Source: an optimization exercise on an open RTL-to-GDS flow (aim: small area). Production flows keep margins and buffers that such runs may drop. Function was checked by simulation only, so behaviour that the tests miss may differ from the original. No activity file was given, so power comes from the tool's default toggle rates.

==> v15: inputs <==
==> flow/design.v <==
package chacha20_pkg;
    localparam int WORD_W          = 32;
    localparam int WORDS_PER_BLOCK = 16;
    localparam int BLOCK_W         = WORD_W * WORDS_PER_BLOCK;
endpackage
import chacha20_pkg::*;
module chacha20_bit_select
(
    input  logic load,
    input  logic d,
    input  logic shift,
    input  logic s,
    input  logic hold,
    input  logic q,
    output logic y
);
    assign y = (load & d) | (shift & s) | (hold & q);
endmodule
module chacha20_word_deserializer
(
    input  logic               clk,
    input  logic               load,
    input  logic               shift,
    input  logic               hold,
    input  logic [BLOCK_W-1:0] d,
    input  logic [WORD_W-1:0]  din,
    output logic [BLOCK_W-1:0] q
);
    logic [BLOCK_W-1:0] shifted;
    logic [BLOCK_W-1:0] q_next;
    assign shifted = {din, q[BLOCK_W-1:WORD_W]};
    for (genvar i = 0; i < BLOCK_W; i++) begin : g_bit
        chacha20_bit_select u_sel (
            .load  (load),
            .d     (d[i]),
            .shift (shift),
            .s     (shifted[i]),
            .hold  (hold),
            .q     (q[i]),
            .y     (q_next[i])
        );
    end
    always_ff @(posedge clk) begin
        q <= q_next;
    end
endmodule
import chacha20_pkg::*;
module chacha20_stream_host
#(
    parameter int TIMEOUT_CYCLES = 1024,
    parameter int CNT_W          = 16
) (
    input  logic               clk,
    input  logic               rst,
    input  logic               blk_valid,
    output logic               blk_ready,
    input  logic [BLOCK_W-1:0] blk_data,
    output logic               res_valid,
    input  logic               res_ready,
    output logic [BLOCK_W-1:0] res_data,
    output logic               res_timeout,
    output logic               ws_start,
    output logic [WORD_W-1:0]  ws_data,
    input  logic [WORD_W-1:0]  ws_result,
    input  logic               ws_done,
    output logic               busy
);
    localparam int          TOTAL_W   = 10;   
    localparam logic [TOTAL_W-1:0] SEND_LAST = 10'd145;
    logic               b, p1, p0, rt;
    logic [TOTAL_W-1:0] cnt;
    logic               last;
    logic               st_start, st_send, st_wait, st_hold, st_ready;
    logic               load, shift, hold;
    assign st_ready = !b && p0;
    assign st_start = b && !p1 && !p0;
    assign st_send  = b && !p1 && p0;
    assign st_wait  = b && p1 && p0;
    assign st_hold  = b && p1 && !p0;
    assign last     = (cnt == SEND_LAST);
    assign blk_ready   = st_ready;
    assign ws_start    = st_start;
    assign busy        = b;
    assign res_valid   = st_hold;
    assign res_timeout = rt;
    assign load  = st_ready && blk_valid;
    assign shift = st_send || (st_wait && (ws_done || !last));
    assign hold  = b && !p0;
    chacha20_word_deserializer u_deser (
        .clk   (clk),
        .load  (load),
        .shift (shift),
        .hold  (hold),
        .d     (blk_data),
        .din   (ws_result),
        .q     (res_data)
    );
    assign ws_data = res_data[WORD_W-1:0];
    logic cnt_fb;
    assign cnt_fb = cnt[9] ^ cnt[6] ^ (cnt[8:0] == 9'd0);
    always_ff @(posedge clk) begin
        cnt <= st_start ? '0 : {cnt[8:0], cnt_fb};
    end
    always_ff @(posedge clk or posedge rst) begin
        if (rst) begin
            b  <= 1'b0;
            p1 <= 1'b0;
            p0 <= 1'b0;
            rt <= 1'b0;
        end else begin
            if (!b) begin
                if (!p0) begin
                    p0 <= 1'b1;
                end else if (blk_valid) begin
                    b  <= 1'b1;
                    p0 <= 1'b0;
                end
            end else begin
                case ({p1, p0})
                    2'b00: p0 <= 1'b1;
                    2'b01: if (last) p1 <= 1'b1;
                    2'b11: begin
                        if (ws_done || last) begin
                            p0 <= 1'b0;
                            rt <= !ws_done;
                        end
                    end
                    default: begin
                        if (res_ready) begin
                            b  <= 1'b0;
                            p1 <= 1'b0;
                            rt <= 1'b0;
                        end
                    end
                endcase
            end
        end
    end
endmodule
==> flow/flow/run.sh <==
#!/bin/bash
# The standard layout (the standard.sh: standard synthesis and ORFS steps),
# with two changes:
#  - ports are buffered with the smallest buffer, sky130_fd_sc_hd__buf_1,
#    instead of the one buffer_ports picks by default;
#  - clock tree synthesis inserts no dummy loads.
# The make output goes to flow_make.log; each ORFS step writes its own log
# under orfs/logs/.
set -euo pipefail
bash standard.sh \
  "BUFFER_PORTS_ARGS=-buffer_cell sky130_fd_sc_hd__buf_1" \
  "CTS_ARGS=-sink_clustering_enable -repair_clock_nets -dont_use_dummy_load" \
  finish > flow_make.log 2>&1
==> flow/standard.sh <==
#!/bin/bash
# synth_recipe.tcl (not shown) runs the flow's synth.tcl, then flattens the netlist and writes it again
# the make line also repeats each setting of config.mk as NAME=value (left out here)
make -C /OpenROAD-flow-scripts/flow DESIGN_CONFIG=/design/flow/config.mk WORK_HOME=/design/flow/orfs CLKGATE_MAP_FILE= SYNTH_SCRIPT=/design/flow/synth_recipe.tcl "${@:-finish}"
==> flow/config.mk <==
export PLATFORM = sky130hd
export DESIGN_NAME = chacha20_stream_host
export DESIGN_NICKNAME = chacha20_stream_host
export VERILOG_FILES = /design/flow/design.v
export SDC_FILE = /design/flow/constraint.sdc
export NUM_CORES = 4
export LEC_CHECK = 0
export CAP_MARGIN = 20
export CORE_AREA = 4 4 316 316
export CTS_BUF_LIST = sky130_fd_sc_hd__clkbuf_8
export DIE_AREA = 0 0 320 320
export SLEW_MARGIN = 20
export SYNTH_HIERARCHICAL = 1
==> flow/constraint.sdc <==
create_clock -name core_clock -period 5.0 [get_ports {clk}]
set_input_delay 1.0000 -clock core_clock [delete_from_list [all_inputs] [get_ports {clk}]]
set_output_delay 1.0000 -clock core_clock [all_outputs]
set_load 0.01 [all_outputs]
==> v39 (differences from v15) <==
--- a/flow/design.v
+++ b/flow/design.v
@@ -67,25 +67,19 @@
 );
     localparam int          TOTAL_W   = 10;   
     localparam logic [TOTAL_W-1:0] SEND_LAST = 10'd145;
-    logic               b, p1, p0, rt;
+    logic               rdy, st, sd, wt, rv, rt;
     logic [TOTAL_W-1:0] cnt;
     logic               last;
-    logic               st_start, st_send, st_wait, st_hold, st_ready;
     logic               load, shift, hold;
-    assign st_ready = !b && p0;
-    assign st_start = b && !p1 && !p0;
-    assign st_send  = b && !p1 && p0;
-    assign st_wait  = b && p1 && p0;
-    assign st_hold  = b && p1 && !p0;
-    assign last     = (cnt == SEND_LAST);
-    assign blk_ready   = st_ready;
-    assign ws_start    = st_start;
-    assign busy        = b;
-    assign res_valid   = st_hold;
+    assign last = (cnt == SEND_LAST);
+    assign blk_ready   = rdy;
+    assign ws_start    = st;
+    assign busy        = st | sd | wt | rv;
+    assign res_valid   = rv;
     assign res_timeout = rt;
-    assign load  = st_ready && blk_valid;
-    assign shift = st_send || (st_wait && (ws_done || !last));
-    assign hold  = b && !p0;
+    assign load  = rdy && blk_valid;
+    assign shift = sd || (wt && (ws_done || !last));
+    assign hold  = st || rv;
     chacha20_word_deserializer u_deser (
         .clk   (clk),
         .load  (load),
@@ -99,41 +93,23 @@
     logic cnt_fb;
     assign cnt_fb = cnt[9] ^ cnt[6] ^ (cnt[8:0] == 9'd0);
     always_ff @(posedge clk) begin
-        cnt <= st_start ? '0 : {cnt[8:0], cnt_fb};
+        cnt <= st ? '0 : {cnt[8:0], cnt_fb};
     end
     always_ff @(posedge clk or posedge rst) begin
         if (rst) begin
-            b  <= 1'b0;
-            p1 <= 1'b0;
-            p0 <= 1'b0;
-            rt <= 1'b0;
+            rdy <= 1'b0;
+            st  <= 1'b0;
+            sd  <= 1'b0;
+            wt  <= 1'b0;
+            rv  <= 1'b0;
+            rt  <= 1'b0;
         end else begin
-            if (!b) begin
-                if (!p0) begin
-                    p0 <= 1'b1;
-                end else if (blk_valid) begin
-                    b  <= 1'b1;
-                    p0 <= 1'b0;
-                end
-            end else begin
-                case ({p1, p0})
-                    2'b00: p0 <= 1'b1;
-                    2'b01: if (last) p1 <= 1'b1;
-                    2'b11: begin
-                        if (ws_done || last) begin
-                            p0 <= 1'b0;
-                            rt <= !ws_done;
-                        end
-                    end
-                    default: begin
-                        if (res_ready) begin
-                            b  <= 1'b0;
-                            p1 <= 1'b0;
-                            rt <= 1'b0;
-                        end
-                    end
-                endcase
-            end
+            rdy <= !busy && !load;
+            st  <= load;
+            sd  <= st || (sd && !last);
+            wt  <= (sd && last) || (wt && !ws_done && !last);
+            rv  <= (wt && (ws_done || last)) || (rv && !res_ready);
+            rt  <= (wt && !ws_done && last) || (rt && !res_ready);
         end
     end
 endmodule
==> flow/flow/run.sh (replaced) <==
#!/bin/bash
# The standard layout (the standard.sh: standard synthesis and ORFS steps),
# with two changes:
#  - ports are buffered with the smallest buffer, sky130_fd_sc_hd__buf_1,
#    instead of the one buffer_ports picks by default;
#  - clock tree synthesis: sky130_fd_sc_hd__clkbuf_16 at the root and in the
#    tree, sky130_fd_sc_hd__clkbuf_8 at the leaves, clusters of up to 16
#    sinks within 70 um, and no dummy loads.
# The make output goes to flow_make.log; each ORFS step writes its own log
# under orfs/logs/.
set -euo pipefail
bash standard.sh \
  "BUFFER_PORTS_ARGS=-buffer_cell sky130_fd_sc_hd__buf_1" \
  "CTS_ARGS=-sink_clustering_enable -repair_clock_nets -dont_use_dummy_load -buf_list sky130_fd_sc_hd__clkbuf_8 -root_buf sky130_fd_sc_hd__clkbuf_16 -tree_buf sky130_fd_sc_hd__clkbuf_16 -sink_clustering_size 16 -sink_clustering_max_diameter 70" \
  finish > flow_make.log 2>&1
Settings changed: CORE_AREA 4 4 316 316 to 4 4 396 396, CTS_BUF_LIST sky130_fd_sc_hd__clkbuf_8 to default, DIE_AREA 0 0 320 320 to 0 0 400 400, PLACE_DENSITY from default to 0.9.
==> v11 (differences from v15) <==
--- a/flow/design.v
+++ b/flow/design.v
@@ -67,25 +67,19 @@
 );
     localparam int          TOTAL_W   = 10;   
     localparam logic [TOTAL_W-1:0] SEND_LAST = 10'd145;
-    logic               b, p1, p0, rt;
+    logic               rdy, st, sd, wt, rv, rt;
     logic [TOTAL_W-1:0] cnt;
     logic               last;
-    logic               st_start, st_send, st_wait, st_hold, st_ready;
     logic               load, shift, hold;
-    assign st_ready = !b && p0;
-    assign st_start = b && !p1 && !p0;
-    assign st_send  = b && !p1 && p0;
-    assign st_wait  = b && p1 && p0;
-    assign st_hold  = b && p1 && !p0;
-    assign last     = (cnt == SEND_LAST);
-    assign blk_ready   = st_ready;
-    assign ws_start    = st_start;
-    assign busy        = b;
-    assign res_valid   = st_hold;
+    assign last = (cnt == SEND_LAST);
+    assign blk_ready   = rdy;
+    assign ws_start    = st;
+    assign busy        = st | sd | wt | rv;
+    assign res_valid   = rv;
     assign res_timeout = rt;
-    assign load  = st_ready && blk_valid;
-    assign shift = st_send || (st_wait && (ws_done || !last));
-    assign hold  = b && !p0;
+    assign load  = rdy && blk_valid;
+    assign shift = sd || (wt && (ws_done || !last));
+    assign hold  = st || rv;
     chacha20_word_deserializer u_deser (
         .clk   (clk),
         .load  (load),
@@ -99,41 +93,23 @@
     logic cnt_fb;
     assign cnt_fb = cnt[9] ^ cnt[6] ^ (cnt[8:0] == 9'd0);
     always_ff @(posedge clk) begin
-        cnt <= st_start ? '0 : {cnt[8:0], cnt_fb};
+        cnt <= st ? '0 : {cnt[8:0], cnt_fb};
     end
     always_ff @(posedge clk or posedge rst) begin
         if (rst) begin
-            b  <= 1'b0;
-            p1 <= 1'b0;
-            p0 <= 1'b0;
-            rt <= 1'b0;
+            rdy <= 1'b0;
+            st  <= 1'b0;
+            sd  <= 1'b0;
+            wt  <= 1'b0;
+            rv  <= 1'b0;
+            rt  <= 1'b0;
         end else begin
-            if (!b) begin
-                if (!p0) begin
-                    p0 <= 1'b1;
-                end else if (blk_valid) begin
-                    b  <= 1'b1;
-                    p0 <= 1'b0;
-                end
-            end else begin
-                case ({p1, p0})
-                    2'b00: p0 <= 1'b1;
-                    2'b01: if (last) p1 <= 1'b1;
-                    2'b11: begin
-                        if (ws_done || last) begin
-                            p0 <= 1'b0;
-                            rt <= !ws_done;
-                        end
-                    end
-                    default: begin
-                        if (res_ready) begin
-                            b  <= 1'b0;
-                            p1 <= 1'b0;
-                            rt <= 1'b0;
-                        end
-                    end
-                endcase
-            end
+            rdy <= !busy && !load;
+            st  <= load;
+            sd  <= st || (sd && !last);
+            wt  <= (sd && last) || (wt && !ws_done && !last);
+            rv  <= (wt && (ws_done || last)) || (rv && !res_ready);
+            rt  <= (wt && !ws_done && last) || (rt && !res_ready);
         end
     end
 endmodule
==> flow/flow/run.sh (replaced) <==
#!/bin/bash
# The standard layout (the standard.sh: standard synthesis and ORFS steps),
# with two changes:
#  - ports are buffered with the smallest buffer, sky130_fd_sc_hd__buf_1,
#    instead of the one buffer_ports picks by default;
#  - clock tree synthesis: sky130_fd_sc_hd__clkbuf_16 at the root and in the
#    tree, sky130_fd_sc_hd__clkbuf_8 at the leaves, clusters of up to 16
#    sinks within 60 um, and no dummy loads.
# The make output goes to flow_make.log; each ORFS step writes its own log
# under orfs/logs/.
set -euo pipefail
bash standard.sh \
  "BUFFER_PORTS_ARGS=-buffer_cell sky130_fd_sc_hd__buf_1" \
  "CTS_ARGS=-sink_clustering_enable -repair_clock_nets -dont_use_dummy_load -buf_list sky130_fd_sc_hd__clkbuf_8 -root_buf sky130_fd_sc_hd__clkbuf_16 -tree_buf sky130_fd_sc_hd__clkbuf_16 -sink_clustering_size 16 -sink_clustering_max_diameter 60" \
  finish > flow_make.log 2>&1
Settings changed: CORE_AREA 4 4 316 316 to 4 4 396 396, CTS_BUF_LIST sky130_fd_sc_hd__clkbuf_8 to default, DIE_AREA 0 0 320 320 to 0 0 400 400, PLACE_DENSITY from default to 0.9.
==> comparison table <==
	v11	v39	v15
Run status	complete, no violations	complete, no violations	complete, no violations
Clock input transition at the sequential cells of the worst setup and hold paths	0.10 ns	0.10 ns	0.06 ns
Met3 routed WL	16.83 mm	16.83 mm	12.82 mm
Multi-input gates	542	542	558
Static Leak	11.61 nW	11.59 nW	12.15 nW
Number of well taps	2030	2030	1276
Net count of the finished layout	3314	3312	3346
Pin count of the biggest net entering global routing	169	169	172
Post-synthesis share of cell area spent on and, or, nand and nor gates	0.8490%	0.8490%	0.9908%
DRT Wirelength	108.3 mm	108.7 mm	98.56 mm
Terminus of the critical flop-to-flop path	u_deser.q[296]$_DFF_P_	u_deser.q[456]$_DFF_P_	u_deser.q[287]$_DFF_P_
Portion of the clock cycle consumed by the worst path in the final layout	67.76%	68.09%	57.28%
Share of post-route cells with drive strength above 1	3.257%	3.187%	3.583%
Met2 layer usage reported by global route	17.56%	17.57%	24.74%
Met3 Usage GRT	6.493%	6.298%	6.208%

[static timing again, ports no longer ideal]
How much do the figures lean on ideal ports? The routed layouts below were timed once more, with nothing changed but the port constraints.
Step 1 assumes that a clkbuf_16 drives the clock port and a buf_2 every other input.
Step 2 adds t to the input delays and takes it off the output delays; t is the mean of the earliest and latest rising clock arrival at the registers after step 1. Input paths then give back, and output paths get back, about the clock's delay inside the block.
Slacks: ideal ports / drivers / drivers and shift; pairs: ideal ports / drivers.
run	t (ns)	slack for setup (ns)	worst setup path at the end	latest minus earliest clock arrival (ns)
v15	0.666	2.136 / 2.066 / 2.090	input to register	0.067 / 0.066
v39	0.607	1.596 / 1.540 / 1.958	input to register	0.090 / 0.090
v11	0.607	1.612 / 1.556 / 1.968	input to register	0.111 / 0.112
After both steps every run listed still meets setup and hold. For v15, which loses most, drivers alone change the setup slack by -0.070 ns; drivers and shift together by -0.046 ns.
